What follows belongs to an exercise in optimizing a design on an open flow for a short achievable clock period and few clock cycles per item; a production flow would make more cautious choices. In this exercise RTL edits were held to simulation tests only and were not proved equivalent to the original. Power is estimated from default activity; no workload was simulated.

job 101:
==> flow/design.v (excerpt) <==
module mips_core_top (
    input  logic                aclk,
    input  logic                arst_n,
    output logic [31:0]      inst_addr,
    input  logic [31:0]      inst_rdata,
    output logic                dmem_en,
    output logic                dmem_we,
    output logic [31:0]         dmem_addr,
    output logic [31:0]         dmem_wdata,
    input  logic [31:0]      dmem_rdata,
    output logic [31:0]      debug_wb_pc,
    output logic [31:0]      debug_wb_rf_wdata,
    output logic [3:0]          debug_wb_rf_wen,
    output logic [4:0]   debug_wb_rf_wnum
);
Size in the first run: roughly 7700 cells after synthesis, roughly 90000 µm² of cells after synthesis.
Settings: LEC_CHECK=0, ABC_CLOCK_PERIOD_IN_PS=3000, CAP_MARGIN=20, CORE_MARGIN=2, CORE_UTILIZATION=58, SLEW_MARGIN=20, SYNTH_HIERARCHICAL=1; clock period 10.0 ns.
standard.sh (not shown) runs the stock make flow with config.mk's settings and CLKGATE_MAP_FILE= SYNTH_SCRIPT=/design/flow/synth_recipe.tcl, a recipe that flattens the netlist after the stock synthesis.
==> flow/flow/run.sh <==
#!/bin/bash
# The standard layout with one change:
#  - setup repair aims well past the 10 ns clock, so the achieved period
#    keeps shrinking;
cp standard.sh standard_sh.copy.log
cp config.mk config_mk.copy.log
export SETUP_SLACK_MARGIN=7
bash standard.sh > standard.log 2>&1
Testbench counts of job 101, summed over its fixed seeds: cycles 47,980, instrs 47,475.
The inputs of job 102 differ from those of job 101 as listed below.
--- a/flow/design.v
+++ b/flow/design.v
@@ -240,12 +240,23 @@
     output logic q
 );
     always_ff @(posedge aclk) begin
         q <= d;
     end
 endmodule
+module out_pc_reg (
+    input  logic        aclk,
+    input  logic        arst_n,
+    input  logic [31:2] d,
+    output logic [31:2] q
+);
+    always_ff @(posedge aclk or negedge arst_n) begin
+        if (!arst_n) q <= '0;
+        else         q <= d;
+    end
+endmodule
 `timescale 1ns/1ps
 module mips_core_top (
     input  logic                aclk,
     input  logic                arst_n,
     output logic [31:0]      inst_addr,
     input  logic [31:0]      inst_rdata,
@@ -498,15 +509,18 @@
         .f_ub       (f_ub),
         .f_short    (f_short),
         .pc_next    (pc_next)
     );
     logic [31:2] pc_o;
     assign inst_addr = {pc_o, 2'b00};
-    always_ff @(posedge aclk) begin
-        pc_o <= arst_n ? pc_next : '0;
-    end
+    out_pc_reg u_pc_o (
+        .aclk   (aclk),
+        .arst_n (arst_n),
+        .d      (pc_next),
+        .q      (pc_o)
+    );
     always_ff @(posedge aclk or negedge arst_n) begin
         if (!arst_n) begin
             pc      <= '0;
             d_valid <= 1'b0;
             d_nseq  <= 1'b0;
             d_fub   <= 1'b0;
==> comparison <==
- Going from job 101 to job 102, the count of clock buffers in the final design was found to have gone down by 2.
- Going from job 101 to job 102, DRC marker count from the first detailed-route iteration decreased by 795 relative to the old numbers; first-pass GRT wire length closely matched the old numbers.
- Compare job 101 and job 102 | area growth from synthesis to final layout lower: job 102
- | CTS clock-pin slew for the worst setup and hold paths | job 101 vs job 102 | ≈ equal |
- Comparing job 101 and job 102, the lower share of the final layout cell area in sequential cells is on job 101.
- When job 102 is set beside job 101, its total power turns out to be 4.8% smaller.
Testbench counts of job 102, summed over its fixed seeds: cycles 47,980, instrs 47,475.

---

Another version of the RTL of mips_core_top (not shown whole).
Size in the first run: about 7600 cells after synthesis, ~240 I/O pins, ~90000 um2 of cells after synthesis.
==> flow/config.mk <==
export PLATFORM = sky130hd
export DESIGN_NAME = mips_core_top
export DESIGN_NICKNAME = mips_core_top
export VERILOG_FILES = /design/flow/design.v
export SDC_FILE = /design/flow/constraint.sdc
export NUM_CORES = 4
export LEC_CHECK = 0
export ABC_CLOCK_PERIOD_IN_PS = 3000
export CAP_MARGIN = 20
export CORE_MARGIN = 2
export CORE_UTILIZATION = 58
export SLEW_MARGIN = 20
export SYNTH_HIERARCHICAL = 1
==> flow/constraint.sdc <==
create_clock -name core_clock -period 10.0 [get_ports {aclk}]
set_input_delay 2.0000 -clock core_clock [delete_from_list [all_inputs] [get_ports {aclk}]]
set_output_delay 2.0000 -clock core_clock [all_outputs]
set_load 0.01 [all_outputs]
Scripts as last shown in full above: flow/flow/run.sh
Testbench counts at the start, summed over its fixed seeds: cycles 47,980, instrs 47,475.
Edit:
--- a/flow/design.v
+++ b/flow/design.v
@@ -186,25 +186,24 @@
     input  logic       arst_n,
     input  logic [6:0] d,
     output logic [6:0] q
 );
     always_ff @(posedge aclk or negedge arst_n) begin
         if (!arst_n) q <= '0;
         else         q <= d;
     end
 endmodule
 `timescale 1ns/1ps
 module alu (
     input  logic [31:0] m_result,     
-    input  logic [31:0] m_bx,         
     input  logic [31:0] e_a,
     input  logic [31:0] e_b,          
     input  logic [3:0]  e_a_m,        
     input  logic [3:0]  e_a_e,        
     input  logic [3:0]  e_b_m,        
     input  logic [3:0]  e_b_e,        
     input  logic        e_sub,
     input  logic [3:0]  e_r_sum,
     input  logic [3:0]  e_r_and,
     input  logic [3:0]  e_r_or,
     input  logic        e_r_slt,
     output logic [31:0] x_res
@@ -212,25 +211,25 @@
     logic [31:0] x_a, x_bb, x_sum;
     logic [31:0] s_am, s_ae, s_bm, s_be, s_sum, s_and, s_or;
     logic [32:0] x_sum33;
     logic        x_slt;
     assign s_am  = {{8{e_a_m[3]}},   {8{e_a_m[2]}},   {8{e_a_m[1]}},   {8{e_a_m[0]}}};
     assign s_ae  = {{8{e_a_e[3]}},   {8{e_a_e[2]}},   {8{e_a_e[1]}},   {8{e_a_e[0]}}};
     assign s_bm  = {{8{e_b_m[3]}},   {8{e_b_m[2]}},   {8{e_b_m[1]}},   {8{e_b_m[0]}}};
     assign s_be  = {{8{e_b_e[3]}},   {8{e_b_e[2]}},   {8{e_b_e[1]}},   {8{e_b_e[0]}}};
     assign s_sum = {{8{e_r_sum[3]}}, {8{e_r_sum[2]}}, {8{e_r_sum[1]}}, {8{e_r_sum[0]}}};
     assign s_and = {{8{e_r_and[3]}}, {8{e_r_and[2]}}, {8{e_r_and[1]}}, {8{e_r_and[0]}}};
     assign s_or  = {{8{e_r_or[3]}},  {8{e_r_or[2]}},  {8{e_r_or[1]}},  {8{e_r_or[0]}}};
     assign x_a  = (s_am & m_result) | (s_ae & e_a);
-    assign x_bb = (s_bm & m_bx) | (s_be & e_b);
+    assign x_bb = (s_bm & m_result) | (s_be & e_b);
     assign x_sum33 = {x_a, 1'b1} + {x_bb, e_sub};
     assign x_sum   = x_sum33[32:1];
     assign x_slt = (x_a[31] == x_bb[31]) ? x_a[31] : x_sum[31];
     assign x_res = (s_sum & x_sum) |
                    (s_and & (x_a & x_bb)) |
                    (s_or  & (x_a | x_bb)) |
                    {31'd0, e_r_slt & x_slt};
 endmodule
 `timescale 1ns/1ps
 module out_bit_reg (
     input  logic aclk,
     input  logic d,
@@ -280,42 +279,40 @@
     logic        e_r_sum;
     logic        e_r_and;
     logic        e_r_or;
     logic        e_r_slt;
     logic        e_a_m, e_a_e;        
     logic        e_b_m, e_b_e;        
     logic        e_s_m;               
     logic        e_s_l;               
     logic        m_we;
     logic [4:0]  m_dst;
     logic [31:2] m_pc;
     logic [31:0] m_result;
-    logic [31:0] m_bx;                
     logic [31:0] m_sd;
     logic        m_load;
     logic        m_en;
     logic        m_st;
     logic        w_we;
     logic [4:0]  w_dst;
     logic [31:2] w_pc;
     logic [31:0] m_value;             
     logic        bt_v   [BTB_N];
     logic [31:2] bt_key [BTB_N];
     logic [31:2] bt_tgt [BTB_N];
     logic [$clog2(BTB_N)-1:0] bt_ptr;
     logic [31:0] x_sd, x_res;
     logic        x_eq, x_taken, x_redirect, x_kill;
     alu u_alu (
         .m_result   (m_result),
-        .m_bx       (m_bx),
         .e_a        (e_a),
         .e_b        (e_b),
         .e_a_m      (c_a_m),
         .e_a_e      (c_a_e),
         .e_b_m      (c_b_m),
         .e_b_e      (c_b_e),
         .e_sub      (e_sub),
         .e_r_sum    (c_r_sum),
         .e_r_and    (c_r_and),
         .e_r_or     (c_r_or),
         .e_r_slt    (e_r_slt),
         .x_res      (x_res)
@@ -367,26 +364,27 @@
         .aclk    (aclk),
         .arst_n  (arst_n),
         .ra      (rs),
         .rb      (rt),
         .ra_oh   (d_rs_oh),
         .rb_oh   (d_rt_oh),
         .rdata_a (rf_a),
         .rdata_b (rf_b),
         .we      (w_we),
         .wdst    (w_dst),
         .wdata   (w_rfd)
     );
-    assign stall = d_valid && e_valid && e_load && e_we &&
-                   ((use_rs && rs == e_dst) || (use_rt_x && rt == e_dst));
+    assign stall = d_valid && e_valid && e_we &&
+                   ((e_load && ((use_rs && rs == e_dst) || (use_rt_x && rt == e_dst))) ||
+                    (dec_sub && r_ok && rt == e_dst));
     assign a_m = e_we && (e_dst == rs);
     assign a_w = m_we && (m_dst == rs);
     assign t_m = e_we && (e_dst == rt);
     assign t_w = m_we && (m_dst == rt);
     logic [31:0] op_a, op_b;
     assign op_a = a_w ? m_value : rf_a;
     assign op_b = t_w ? m_value : rf_b;
     logic        d_redir;
     logic [31:2] d_tgt;
     logic        d_ub;
     assign d_ub    = d_valid && is_ub && !x_redirect && !x_kill;
     assign d_redir = d_ub && !d_fub;
@@ -558,25 +556,24 @@
         end else begin
             m_we   <= e_we;
             m_load <= e_load;
             m_dst  <= e_dst;
             m_addr <= x_res;
         end
     end
     always_ff @(posedge aclk) begin
         m_en     <= e_load || e_store;
         m_st     <= e_store;
         m_pc     <= e_pc;
         m_result <= x_res;
-        m_bx     <= x_res ^ {32{dec_sub}};
         m_sd     <= e_s_l ? dmem_rdata : x_sd;
     end
     assign dmem_en    = m_en;
     assign dmem_we    = m_st;
     assign dmem_addr  = m_addr;
     assign dmem_wdata = m_sd;
     always_ff @(posedge aclk or negedge arst_n) begin
         if (!arst_n) begin
             w_we  <= 1'b0;
             w_dst <= '0;
         end else begin
             w_we  <= m_we;
Result: The changed run ran to the end with no violations; combinational power decreases by about a fifth; utilization decreases by 0.47 points; power decreases by a few percent; hold slack got worse by 7.1 ps; clock skew decreases by 12 ps; register-to-register slack got worse by 70 ps.
Testbench counts after the change, summed over its fixed seeds: cycles 48,445, instrs 47,475.

---

08-28:
mips_core_top, a different RTL version from the one above (not shown whole).
Size in the first run: roughly 240 I/O pins, ~90000 um2 of cells after synthesis.
Settings: LEC_CHECK=0, ABC_CLOCK_PERIOD_IN_PS=3000, CAP_MARGIN=20, CORE_MARGIN=2, CORE_UTILIZATION=58, SLEW_MARGIN=20, SYNTH_HIERARCHICAL=1; clock period 10.0 ns.
Scripts as last shown in full above: flow/flow/run.sh
Testbench counts of 08-28, summed over its fixed seeds: cycles 47,980, instrs 47,475.
### 08-28 -> 09-15
--- a/flow/design.v
+++ b/flow/design.v
@@ -130,26 +130,23 @@
         for (int i = 0; i < 4; i++) begin
             bt_h[i] = bt_v[i] && (bt_key[30*i +: 30] == pc);
             bt_t    = bt_t | ({30{bt_h[i]}} & bt_tgt[30*i +: 30]);
         end
     end
     assign bt_hit  = |bt_h;
     assign pc_inc  = pc + 30'd1;
     assign pc_seq  = bt_hit ? bt_t : pc_inc;
-    logic [31:2] pc_alt;
-    logic        use_f;
     always_comb begin
-        if (x_redirect)   pc_alt = e_target;
-        else if (d_redir) pc_alt = d_tgt;
-        else if (stall)   pc_alt = pc;
-        else              pc_alt = pc_seq;
+        if (x_redirect)                  pc_next = e_target;
+        else if (d_redir)                pc_next = d_tgt;
+        else if (stall)                  pc_next = pc;
+        else if (f_ub)                   pc_next = f_tgt;
+        else                             pc_next = pc_seq;
     end
-    assign use_f   = f_ub && !x_redirect && !d_redir && !stall;
-    assign pc_next = use_f ? f_tgt : pc_alt;
 endmodule
 `timescale 1ns/1ps
 module reg_file (
     input  logic        aclk,
     input  logic        arst_n,
     input  logic [4:0]  ra,
     input  logic [4:0]  rb,
     input  logic [31:0] ra_oh,   
@@ -205,19 +202,17 @@
     input  logic [3:0]  e_a_e,        
     input  logic [3:0]  e_b_m,        
     input  logic [3:0]  e_b_e,        
     input  logic        e_sub,
     input  logic [3:0]  e_r_sum,
     input  logic [3:0]  e_r_and,
     input  logic [3:0]  e_r_or,
     input  logic        e_r_slt,
-    input  logic        n_sub,        
-    output logic [31:0] x_res,
-    output logic [31:0] x_bx          
+    output logic [31:0] x_res
 );
     logic [31:0] x_a, x_bb, x_sum;
     logic [31:0] s_am, s_ae, s_bm, s_be, s_sum, s_and, s_or;
     logic [32:0] x_sum33;
     logic        x_slt;
     assign s_am  = {{8{e_a_m[3]}},   {8{e_a_m[2]}},   {8{e_a_m[1]}},   {8{e_a_m[0]}}};
     assign s_ae  = {{8{e_a_e[3]}},   {8{e_a_e[2]}},   {8{e_a_e[1]}},   {8{e_a_e[0]}}};
     assign s_bm  = {{8{e_b_m[3]}},   {8{e_b_m[2]}},   {8{e_b_m[1]}},   {8{e_b_m[0]}}};
@@ -229,17 +224,16 @@
     assign x_bb = (s_bm & m_bx) | (s_be & e_b);
     assign x_sum33 = {x_a, 1'b1} + {x_bb, e_sub};
     assign x_sum   = x_sum33[32:1];
     assign x_slt = (x_a[31] == x_bb[31]) ? x_a[31] : x_sum[31];
     assign x_res = (s_sum & x_sum) |
                    (s_and & (x_a & x_bb)) |
                    (s_or  & (x_a | x_bb)) |
                    {31'd0, e_r_slt & x_slt};
-    assign x_bx  = x_res ^ {32{n_sub}};
 endmodule
 `timescale 1ns/1ps
 module out_bit_reg (
     input  logic aclk,
     input  logic d,
     output logic q
 );
     always_ff @(posedge aclk) begin
@@ -303,36 +297,33 @@
     logic        w_we;
     logic [4:0]  w_dst;
     logic [31:2] w_pc;
     logic [31:0] m_value;             
     logic        bt_v   [BTB_N];
     logic [31:2] bt_key [BTB_N];
     logic [31:2] bt_tgt [BTB_N];
     logic [$clog2(BTB_N)-1:0] bt_ptr;
-    logic [31:0] x_sd, x_res, x_bx;
-    logic        dec_sub;             
+    logic [31:0] x_sd, x_res;
     logic        x_eq, x_taken, x_redirect, x_kill;
     alu u_alu (
         .m_result   (m_result),
         .m_bx       (m_bx),
         .e_a        (e_a),
         .e_b        (e_b),
         .e_a_m      (c_a_m),
         .e_a_e      (c_a_e),
         .e_b_m      (c_b_m),
         .e_b_e      (c_b_e),
         .e_sub      (e_sub),
         .e_r_sum    (c_r_sum),
         .e_r_and    (c_r_and),
         .e_r_or     (c_r_or),
         .e_r_slt    (e_r_slt),
-        .n_sub      (dec_sub),
-        .x_res      (x_res),
-        .x_bx       (x_bx)
+        .x_res      (x_res)
     );
     assign x_sd = e_s_m ? m_result : e_sd;
     logic eq_me, eq_em, eq_ee;
     assign eq_me = (m_result == e_b);
     assign eq_em = (e_a == m_result);
     assign eq_ee = (e_a == e_b);
     assign x_eq = (e_a_m & e_b_m) | (e_a_m & e_b_e & eq_me) |
                   (e_a_e & e_b_m & eq_em) | (e_a_e & e_b_e & eq_ee);
@@ -341,17 +332,17 @@
     assign x_redirect = x_taken && !x_kill;
     logic [5:0]  op, fn;
     logic [4:0]  rs, rt, rd;
     logic [31:0] imm_s;
     logic        is_r, is_addiu, is_lui, is_lw, is_sw, is_beq, is_ub, is_cb;
     logic        r_ok, use_rs, use_rt, use_imm, dec_we;
     logic [4:0]  dec_dst;
     logic [31:0] rf_a, rf_b;
-    logic        stall, d_go, use_rt_x;
+    logic        stall, d_go, dec_sub, use_rt_x;
     logic        a_m, a_w, t_m, t_w;
     assign op    = d_instr[31:26];
     assign rs    = d_instr[25:21];
     assign rt    = d_instr[20:16];
     assign rd    = d_instr[15:11];
     assign fn    = d_instr[5:0];
     assign imm_s = {{16{d_instr[15]}}, d_instr[15:0]};
     assign is_r     = (op == isa_pkg::OP_SPECIAL);
@@ -577,17 +568,17 @@
             m_addr <= x_res;
         end
     end
     always_ff @(posedge aclk) begin
         m_en     <= e_load || e_store;
         m_st     <= e_store;
         m_pc     <= e_pc;
         m_result <= x_res;
-        m_bx     <= x_bx;
+        m_bx     <= x_res ^ {32{dec_sub}};
         m_sd     <= e_s_l ? dmem_rdata : x_sd;
     end
     assign dmem_en    = m_en;
     assign dmem_we    = m_st;
     assign dmem_addr  = m_addr;
     assign dmem_wdata = m_sd;
     always_ff @(posedge aclk or negedge arst_n) begin
         if (!arst_n) begin
==> comparison <==
- In terms of synthesized area, 09-15 and 08-28 differ only marginally.
- Power, 09-15 vs 08-28: up by a few percent
- Between 08-28 and 09-15, the instance area after placement does not differ in any meaningful way.
- 09-15 completed end to end with timing, DRC and antenna clean.
- Maximum clock rate is higher on 09-15
- 09-15 has final worst-path cycle share below what 08-28 had.
- For the setup slack of the critical path after layout, 09-15 came in 0.11 ns higher than 08-28 did.
Testbench counts of 09-15, summed over its fixed seeds: cycles 47,980, instrs 47,475.

[what the ideal ports hide]
The results above use ideal ports. As a check the final layouts listed here were re-extracted and re-timed, cells and wires unchanged. Step 1 (the two cells are an assumption about what drives the block):
set clk [get_ports {aclk}]
set_driving_cell -lib_cell sky130_fd_sc_hd__clkbuf_16 $clk
set_driving_cell -lib_cell sky130_fd_sc_hd__buf_2 [delete_from_list [all_inputs] $clk]
Step 2 moves the port delays by t, midway between the first and last clock arrival at a register: inputs arrive t later, outputs are due t later. That takes back most of the time a late clock gives input paths. Slacks: ideal / step 1 / step 2; pairs: ideal / step 1.
run	t, ns	setup WS [ns]	pins driven straight from the clock port
job 101	0.929	6.293 / 6.343 / 5.414	1
job 102	0.922	6.514 / 6.443 / 5.555	1
the first run of note 2	0.920	6.454 / 6.454 / 5.591	1
the second run of note 2	0.921	6.380 / 6.380 / 5.495	1
08-28	0.933	6.347 / 6.373 / 5.440	1
09-15	0.927	6.460 / 6.444 / 5.516	1
After both steps every run listed still meets setup and hold. The setup slack of job 102, which loses most, moves by -0.071 ns with the drivers and by -0.959 ns with both steps.
